Context: an optimization exercise on an open-source flow, tuned for small area, a short achievable clock period and few clock cycles. The choices shown serve that exercise and are no tape-out recipe. Where RTL was checked, it was by simulation tests only, not by an equivalence proof against the original. Power is estimated from default activity; no workload was simulated.

// conv_feeder
module conv_feeder (
	input  logic        clk,
	input  logic        rst,
	input  logic        i_start,
	input  logic [5:0]  i_cols,
	input  logic [5:0]  i_rows,
	input  logic        i_stride,
	input  logic        i_valid,
	input  logic [31:0] i_data,
	output logic        o_full,
	output logic        o_valid,
	output logic [31:0] o_lane_data,
	output logic        o_done
);
Size in the first run: roughly 4400 cells after synthesis, roughly 2400 flip-flops, ~84 I/O pins, about 62000 um^2 of cells after synthesis.
Settings: LEC_CHECK=0, CAP_MARGIN=20, CORE_MARGIN=2, CORE_UTILIZATION=40, SETUP_SLACK_MARGIN=3.5, SLEW_MARGIN=20; clock period 6.0 ns.
run.sh (not shown) runs the stock make flow with config.mk's settings and CLKGATE_MAP_FILE= SYNTH_SCRIPT=/design/flow/synth_recipe.tcl, a recipe that flattens the netlist after the stock synthesis.
The baseline produced a clean layout.
Testbench counts at the start, summed over its fixed seeds: cycles 114,913.
Edit:
Settings changed: CTS_CLUSTER_DIAMETER set to 120, CTS_CLUSTER_SIZE set to 30.
What happened: Design area falls by 6.5%. Wire length is lower by 2.3%. Fmax went up by 2.0%. Register-to-register slack improved by 0.04 ns. Total power goes down by 20%. Non-clock buffer count rises by 6. Global-route usage falls by 0.46 points. Setup slack improves by 0.050 ns.
Edit:
Settings changed: CTS_BUF_LIST set to sky130_fd_sc_hd__clkbuf_8, CTS_CLUSTER_DIAMETER 120 to not set.
Design area climbs by 6.4%.
Via count climbs by 5.0%.
Clock-buffer cell count rose by 306.
Final cell count climbs by 7.1%.
Worst setup slack got worse by 0.17 ns.
Wire length goes up by 3.8%.
Non-clock buffer count shrinks by 3.


## before
Another version of the RTL of conv_feeder (not shown whole).
Size: roughly 84 I/O pins, about 61000 µm² of cells after synthesis.
==> flow/config.mk <==
export PLATFORM = sky130hd
export DESIGN_NAME = conv_feeder
export DESIGN_NICKNAME = conv_feeder
export VERILOG_FILES = /design/flow/design.v
export SDC_FILE = /design/flow/constraint.sdc
export NUM_CORES = 4
export LEC_CHECK = 0
export CAP_MARGIN = 20
export CORE_MARGIN = 2
export CORE_UTILIZATION = 40
export SETUP_SLACK_MARGIN = 3.0
export SLEW_MARGIN = 20
==> flow/constraint.sdc <==
create_clock -name core_clock -period 6.0 [get_ports {clk}]
set_input_delay 1.2000 -clock core_clock [delete_from_list [all_inputs] [get_ports {clk}]]
set_output_delay 1.2000 -clock core_clock [all_outputs]
set_load 0.01 [all_outputs]
### before -> after
--- a/flow/config.mk
+++ b/flow/config.mk
@@ -9,4 +9,4 @@
 export CORE_MARGIN = 2
 export CORE_UTILIZATION = 40
-export SETUP_SLACK_MARGIN = 3.0
+export SETUP_SLACK_MARGIN = 3.5
 export SLEW_MARGIN = 20
Results
Share of the core filled with cells in the final layout: after higher than before
after vs before: detailed-route wire length up
For register-to-register setup slack, before and after come out practically identical.
Going from before to after, total CTS buffers grew slightly.
From before to after the numbers moved as follows: cell count after placement flat; final layout net count up 75.
Function was not checked in any run of this note: the RTL went through the layout flow alone.


conv_feeder, a different RTL version from the one above (not shown whole).
Size in the first run: ~4,400 cells after synthesis, ~2,400 flip-flops, roughly 84 I/O pins, roughly 0.062 sq mm of cells after synthesis.
make LEC_CHECK=0 CAP_MARGIN=20 CORE_MARGIN=2 CORE_UTILIZATION=40 CTS_CLUSTER_DIAMETER=120 CTS_CLUSTER_SIZE=30 SETUP_SLACK_MARGIN=3.8 SLEW_MARGIN=20 finish   # period 6.0 ns
Then changed:
SETUP_SLACK_MARGIN = 3.7   (was 3.8)
Utilization came out lower by 0.64 points.
Synthesized area does not change.
Clock-buffer cell count came out higher by 2.
Global-route usage came out lower by 0.53 points.
Register-to-register slack is worse by 70 ps.
Total power is about the same.
Sequential power hardly moves.
No functional check of the RTL was part of any run of this note.


build 29:
RTL: one of the versions met above, not the one the previous note started from.
Size in the first run: about 4400 cells after synthesis, ~0.062 sq mm of cells after synthesis.
clock: 6.0 ns
lec_check: 0
cap_margin: 20
core_margin: 2
core_utilization: 40
setup_slack_margin: 4.0
slew_margin: 20
Build 29 completed every stage of the flow, and the final layout passed the timing, design-rule and antenna checks.
Testbench counts of build 29, summed over its fixed seeds: cycles 114,913.
What build 68 does differently from build 29 at the input level:
# build 29
export LEC_CHECK = 0
export CAP_MARGIN = 20
export CORE_MARGIN = 2
export CORE_UTILIZATION = 40
export SETUP_SLACK_MARGIN = 4.0
export SLEW_MARGIN = 20
create_clock -name core_clock -period 6.0 [get_ports {clk}]
# build 68
export LEC_CHECK = 0
export CAP_MARGIN = 20
export CORE_MARGIN = 2
export CORE_UTILIZATION = 40
export CTS_CLUSTER_DIAMETER = 100
export CTS_CLUSTER_SIZE = 34
export SETUP_SLACK_MARGIN = 3.5
export SLEW_MARGIN = 20
create_clock -name core_clock -period 6.0 [get_ports {clk}]
### Flow results
Of the two values seen for critical path capture point, o_lane_data[1] was produced by build 29 and o_full by build 68. Going from build 29 to build 68, final critical-path required period grows by 3.7 ps. Delta (build 68 minus build 29): total number of vias decreased by about 9% relative to the old numbers; layout overhead on the synthesized area decreased by 15 points relative to the old numbers; global placer's final weighted congestion increased by 0.0083 relative to the old numbers; area fraction of clock buffers and clock inverters decreased by 6.0 points relative to the old numbers.
diff inputs: build 68 => build 55
# build 68
export LEC_CHECK = 0
export CAP_MARGIN = 20
export CORE_MARGIN = 2
export CORE_UTILIZATION = 40
export CTS_CLUSTER_DIAMETER = 100
export CTS_CLUSTER_SIZE = 34
export SETUP_SLACK_MARGIN = 3.5
export SLEW_MARGIN = 20
create_clock -name core_clock -period 6.0 [get_ports {clk}]
# build 55
export LEC_CHECK = 0
export CAP_MARGIN = 20
export CORE_MARGIN = 2
export CORE_UTILIZATION = 40
export CTS_BUF_LIST = sky130_fd_sc_hd__clkbuf_4 sky130_fd_sc_hd__clkbuf_8 sky130_fd_sc_hd__clkbuf_16
export CTS_CLUSTER_SIZE = 24
export SETUP_SLACK_MARGIN = 3.5
export SLEW_MARGIN = 20
create_clock -name core_clock -period 6.0 [get_ports {clk}]
Results
Between build 68 and build 55, the flow reports detailed-route wire length increasing by a few percent. Changes observed in build 55 relative to build 68: core utilization now larger; fmax now smaller; portion of the layout cell area used by non-clock buffers now smaller; clock period minus worst slack now larger; non-clock buffer count now smaller. Comparing build 55 with build 68, the combined area of the multi-input logic cells came out essentially unchanged. Build 55: done, clean on timing, DRC and antenna. Summary — average routed wire per standard cell, build 55 relative to build 68: lower, by about 1.1%. The higher net count reported at finish came out of build 55. As far as register area is concerned, build 55 and build 68 perform about the same. Row ratio of cells with drive above 1 in the final layout: build 55 higher / build 68 lower.


## v6
Another version of the RTL of conv_feeder (not shown whole).
For scale: ~4100 cells after synthesis, roughly 2300 flip-flops, about 84 I/O pins.
Settings: LEC_CHECK=0, CAP_MARGIN=20, CORE_MARGIN=2, CORE_UTILIZATION=40, SLEW_MARGIN=20; clock period 6.0 ns.
v6 went all the way through synthesis, placement and routing and the layout is clean on timing, DRC and antenna.
For v7, these inputs were changed with respect to v6:
Settings: an added SETUP_SLACK_MARGIN of 3.0.
### Flow results
Compared with v6, v7 degrades hold slack. Looking at total power across v6 and v7, the one that comes out lower is v7. Peak clock frequency supported by timing was lower in the run labelled v6. Compared with v6, in v7 number of clock buffers in the layout decreased by about 5.5% relative to the old numbers; endpoint arrival time on the critical path has decreased.
Function was not checked in any run of this note: the RTL went through the layout flow alone.


conv_feeder, a different RTL version from the one above (not shown whole).
Size in the first run: roughly 4,400 cells after synthesis, ~2,400 flip-flops, roughly 84 I/O pins, about 62,000 um2 of cells after synthesis.
==> flow/design.v (excerpt) <==
module conv_feeder (
	input  logic        clk,
	input  logic        rst,
	input  logic        i_start,
	input  logic [5:0]  i_cols,
	input  logic [5:0]  i_rows,
	input  logic        i_stride,
	input  logic        i_valid,
	input  logic [31:0] i_data,
	output logic        o_full,
	output logic        o_valid,
	output logic [31:0] o_lane_data,
	output logic        o_done
);
make LEC_CHECK=0 CAP_MARGIN=20 CORE_MARGIN=2 CORE_UTILIZATION=40 CTS_CLUSTER_DIAMETER=120 CTS_CLUSTER_SIZE=30 SETUP_SLACK_MARGIN=3.8 SLEW_MARGIN=20 finish   # period 6.0 ns
The baseline ran to the end with no violations.
Then changed:
- SETUP_SLACK_MARGIN: 3.8 -> 3.7
Wire length decreases by 4.6%; total power shrinks by 0.68%; maximum frequency came out lower by 4.4%; count of clock-buffer cells in the layout drops by 4; setup slack is worse by 0.12 ns; cell area falls by 1.9%; sequential share of layout area is higher by 1.4 points; utilization falls by 0.90 points; first-iteration DRC count goes up by 10%; sequential power barely changes.
Function was not checked in any run of this note: the RTL went through the layout flow alone.


conv_feeder, a different RTL version from the one above (not shown whole).
For scale: ~2400 flip-flops, roughly 84 I/O pins.
==> flow/config.mk <==
export PLATFORM = sky130hd
export DESIGN_NAME = conv_feeder
export DESIGN_NICKNAME = conv_feeder
export VERILOG_FILES = /design/flow/design.v
export SDC_FILE = /design/flow/constraint.sdc
export NUM_CORES = 4
export LEC_CHECK = 0
export CAP_MARGIN = 20
export CORE_MARGIN = 2
export CORE_UTILIZATION = 40
export CTS_CLUSTER_DIAMETER = 120
export CTS_CLUSTER_SIZE = 30
export SETUP_SLACK_MARGIN = 3.7
export SLEW_MARGIN = 20
export TNS_END_PERCENT = 20
==> flow/constraint.sdc <==
create_clock -name core_clock -period 6.0 [get_ports {clk}]
set_input_delay 1.2000 -clock core_clock [delete_from_list [all_inputs] [get_ports {clk}]]
set_output_delay 1.2000 -clock core_clock [all_outputs]
set_load 0.01 [all_outputs]
Testbench counts at the start, summed over its fixed seeds: cycles 114,913.
==> next run, changes <==
TNS_END_PERCENT = 5   (was 20)
Result: Cell area stays flat. Register-to-register slack loses 0.08 ns. Combinational power went down by about 1%.
==> next run, changes <==
SETUP_SLACK_MARGIN = 3.5   (was 3.7)
TNS_END_PERCENT = unset   (was 5)
Effect: Wire length climbs by 3.5%; clock power barely changes; power barely changes; design area barely changes; critical path depth is unchanged.

==> what the ideal ports hide <==
Ports are ideal in the flow. The routed layouts listed here were re-timed in OpenROAD.
Step 1 (the two cells are an assumption about what drives the block):
set clk [get_ports {clk}]
set_driving_cell -lib_cell sky130_fd_sc_hd__clkbuf_16 $clk
set_driving_cell -lib_cell sky130_fd_sc_hd__buf_2 [delete_from_list [all_inputs] $clk]
Step 2 adds t to the input delays and takes it off the output delays; t is the mean of the earliest and latest rising clock arrival at the registers after step 1. Input paths then give back, and output paths get back, about the clock's delay inside the block.
Slacks: no drivers / after step 1 / after step 2; pairs: no drivers / after step 1.
run	t (ns)	setup WS [ns]	clock arrival spread, ns
the first run of note 1	0.871	3.412 / 3.336 / 2.757	0.052 / 0.053
the second run of note 1	0.801	3.462 / 3.386 / 2.793	0.040 / 0.040
the third run of note 1	1.011	3.295 / 3.222 / 2.379	0.094 / 0.094
before	0.878	3.029 / 3.019 / 2.431	0.094 / 0.094
after	0.873	3.027 / 3.027 / 2.294	0.082 / 0.081
the first run of note 3	0.806	3.578 / 3.493 / 3.119	0.039 / 0.039
the second run of note 3	0.814	3.535 / 3.457 / 3.021	0.076 / 0.076
build 29	0.883	3.466 / 3.388 / 3.153	0.038 / 0.037
build 68	0.786	3.462 / 3.387 / 2.807	0.041 / 0.041
build 55	0.867	3.418 / 3.343 / 2.773	0.051 / 0.050
v6	0.881	1.647 / 1.647 / 1.433	0.055 / 0.055
v7	0.888	2.716 / 2.716 / 1.968	0.075 / 0.076
the first run of note 6	0.790	3.396 / 3.396 / 3.110	0.038 / 0.039
the second run of note 6	0.787	3.276 / 3.276 / 2.960	0.034 / 0.034
the first run of note 7	0.791	3.573 / 3.498 / 2.974	0.030 / 0.030
the second run of note 7	0.790	3.517 / 3.500 / 2.822	0.028 / 0.028
the third run of note 7	0.798	3.489 / 3.490 / 2.740	0.048 / 0.048
After both steps every run listed still meets setup and hold. The setup slack of the third run of note 1, which loses most, moves by -0.073 ns with the drivers and by -0.916 ns with both steps.
